Background: an optimization exercise with open tools, aiming at small area, a short achievable clock period and few clock cycles per item. Do not read the settings as production practice. Where RTL was checked, it was by simulation tests only, not by an equivalence proof against the original. Power and IR drop assume default switching activity.

## JK
## vec_unit
module vec_unit (
  input  logic                   clk_i,
  input  logic                   rst_n_i,
  input  logic [63:0]            acc_req_i,
  input  logic                   acc_req_valid_i,
  output logic                   acc_req_ready_o,
  output logic [33:0]            acc_resp_o,
  output logic                   acc_resp_valid_o,
  input  logic                   acc_resp_ready_i
);
Size: roughly 150000 um^2 of cells after synthesis.
==> flow/config.mk <==
export PLATFORM = sky130hd
export DESIGN_NAME = vec_unit
export DESIGN_NICKNAME = vec_unit
export VERILOG_FILES = /design/flow/design.v
export SDC_FILE = /design/flow/constraint.sdc
export NUM_CORES = 4
export LEC_CHECK = 0
export CAP_MARGIN = 20
export CORE_MARGIN = 2
export CORE_UTILIZATION = 40
export SLEW_MARGIN = 20
==> flow/constraint.sdc <==
create_clock -name core_clock -period 11.0 [get_ports {clk_i}]
set_input_delay 2.2000 -clock core_clock [delete_from_list [all_inputs] [get_ports {clk_i}]]
set_output_delay 2.2000 -clock core_clock [all_outputs]
set_load 0.01 [all_outputs]
standard.sh (not shown) runs the stock make flow with config.mk's settings and CLKGATE_MAP_FILE= SYNTH_SCRIPT=/design/flow/synth_recipe.tcl, a recipe that flattens the netlist after the stock synthesis.
==> flow/flow/run.sh <==
#!/bin/bash
# Standard layout with a larger setup-repair margin, so that timing repair
# works toward a shorter period than the 11 ns constraint asks for.
bash standard.sh SETUP_SLACK_MARGIN=7.3 finish > standard.log 2>&1
[inputs] MS vs JK
--- a/flow/design.v
+++ b/flow/design.v
@@ -233,23 +233,25 @@
       r_rs1 <= '0;
     end else begin
       r_rs1 <= in_rs1;
     end
   end
   vec_cfg_pkg::elem_t [NR-1:0][NE-1:0] rf_q;
-  logic [NR-1:0][NE-1:0]               rf_vld_q;
+  logic [NR-1:0]                       rf_vld_q;
   logic                        x_valid;
   logic [1:0]                  x_kind;
   vec_cfg_pkg::elem_t [NE-1:0] x_a;      
   vec_cfg_pkg::elem_t [NE-1:0] x_b;      
   logic [NE-1:0]               x_sub;
   logic [NE-1:0]               x_sum;
   logic [NE-1:0]               x_and;
   logic [NE-1:0]               x_or;
   logic [NE-1:0]               x_xor;
   logic [NE-1:0]               x_mv;
+  logic [NR-1:0]               x_wsel;   
+  logic [NE-1:0]               x_mask;
   logic [NR-1:0][NE-1:0]       x_we;     
   vec_cfg_pkg::elem_t [NE-1:0] res;      
   vec_cfg_pkg::elem_t [NE-1:0] rd1;
   vec_cfg_pkg::elem_t [NE-1:0] rd2;
   logic [NR-1:0][NE-1:0]       g1;
   logic [NR-1:0][NE-1:0]       g2;
@@ -257,14 +259,14 @@
   logic [NE-1:0]               f2;       
   always_comb begin
     for (int e = 0; e < NE; e++) begin
       f1[e] = 1'b0;
       f2[e] = 1'b0;
       for (int r = 0; r < NR; r++) begin
-        g1[r][e] = r_sel1[r] && rf_vld_q[r][e] && !x_we[r][e];
-        g2[r][e] = r_sel2[r] && rf_vld_q[r][e] && !x_we[r][e] && r_mask[e];
+        g1[r][e] = r_sel1[r] && rf_vld_q[r] && !x_we[r][e];
+        g2[r][e] = r_sel2[r] && rf_vld_q[r] && !x_we[r][e] && r_mask[e];
         f1[e]    = f1[e] || (r_sel1[r] && x_we[r][e]);
         f2[e]    = f2[e] || (r_sel2[r] && x_we[r][e] && r_mask[e]);
       end
       rd1[e] = (res[e] & {32{f1[e]}}) | (r_rs1 & {32{r_binc[e]}});
       rd2[e] = (res[e] & {32{f2[e]}});
       for (int r = 0; r < NR; r++) begin
@@ -273,24 +275,28 @@
       end
     end
   end
   always_ff @(posedge clk_i or negedge rst_n_i) begin
     if (!rst_n_i) begin
       x_valid <= 1'b0;
-      x_we    <= '0;
+      x_wsel  <= '0;
     end else begin
       x_valid <= r_valid;
-      for (int r = 0; r < NR; r++) begin
-        for (int e = 0; e < NE; e++) begin
-          x_we[r][e] <= r_wsel[r] && r_mask[e];
-        end
+      x_wsel  <= r_wsel;
+    end
+  end
+  always_comb begin
+    for (int r = 0; r < NR; r++) begin
+      for (int e = 0; e < NE; e++) begin
+        x_we[r][e] = x_wsel[r] && (x_mask[e] || !rf_vld_q[r]);
       end
     end
   end
   always_ff @(posedge clk_i) begin
     x_kind <= r_kind;
+    x_mask <= r_mask;
     x_a    <= rd2;
     x_b    <= rd1;
     x_sub  <= r_sub;
     x_sum  <= r_sum;
     x_and  <= r_and;
     x_or   <= r_or;
@@ -312,16 +318,14 @@
   end
   always_ff @(posedge clk_i or negedge rst_n_i) begin
     if (!rst_n_i) begin
       rf_vld_q <= '0;
     end else begin
       for (int r = 0; r < NR; r++) begin
-        for (int e = 0; e < NE; e++) begin
-          if (x_we[r][e]) begin
-            rf_vld_q[r][e] <= 1'b1;
-          end
+        if (x_wsel[r]) begin
+          rf_vld_q[r] <= 1'b1;
         end
       end
     end
   end
   always_ff @(posedge clk_i) begin
     for (int r = 0; r < NR; r++) begin
==> comparison <==
Of MS and JK, it is MS that has the lower worst hold slack.
Sequential power of MS is on par with JK.
Between MS and JK, total area of multi-input combinational cells is lower for JK, MS comes in above that.
Post-route clock period utilization delta for MS relative to JK: 1.4 points higher
The flow did not stop early for MS: all stages ran, and the layout cleared the timing, design-rule and antenna checks.
Against JK, met3 routed wirelength in MS fell by a little under 10%.
Switching component of the power delta (MS − JK): unfavourable
| detailed-routing wirelength on met1 | MS vs JK | about 3.4% lower |
As of MS, wire length of the first global-routing pass had fallen by a few percent compared to JK.
In the flow results for MS and JK, the share of the synthesized area in compound gates (AO/OA/AOI/OAI) is smaller on JK.
Compared to JK, MS has met2 layer usage reported by global route 0.61 points higher.
Testbench counts of MS, summed over its fixed seeds: cycles 3,232, insns 3,200.
The RTL of JK was laid out without a check of its function.

==> re-timing with driven ports <==
The flow's constraints put no driver on any port. The routed layouts listed below were extracted and timed again, unchanged, in two steps. Step 1 (the two cells are an assumption about what drives the block):
set clk [get_ports {clk_i}]
set_driving_cell -lib_cell sky130_fd_sc_hd__clkbuf_16 $clk
set_driving_cell -lib_cell sky130_fd_sc_hd__buf_2 [delete_from_list [all_inputs] $clk]
Step 2 also shifts input and output timing later by t, the mid clock arrival at the registers, as if the neighbouring blocks saw the same clock. Slacks: ideal ports / drivers / drivers and shift; pairs: ideal ports / drivers.
run	t (ns)	setup WS [ns]	worst hold slack (ns)	slew at the worst register clock pin (ns)
JK	1.046	7.237 / 7.128 / 6.319	0.325 / 0.325 / 0.325	0.07 / 0.07
MS	1.067	7.086 / 6.988 / 6.456	0.322 / 0.322 / 0.322	0.07 / 0.07
After both steps setup and hold are still met in every run listed. For JK, which loses most, drivers alone change the setup slack by -0.109 ns; drivers and shift together by -0.918 ns.
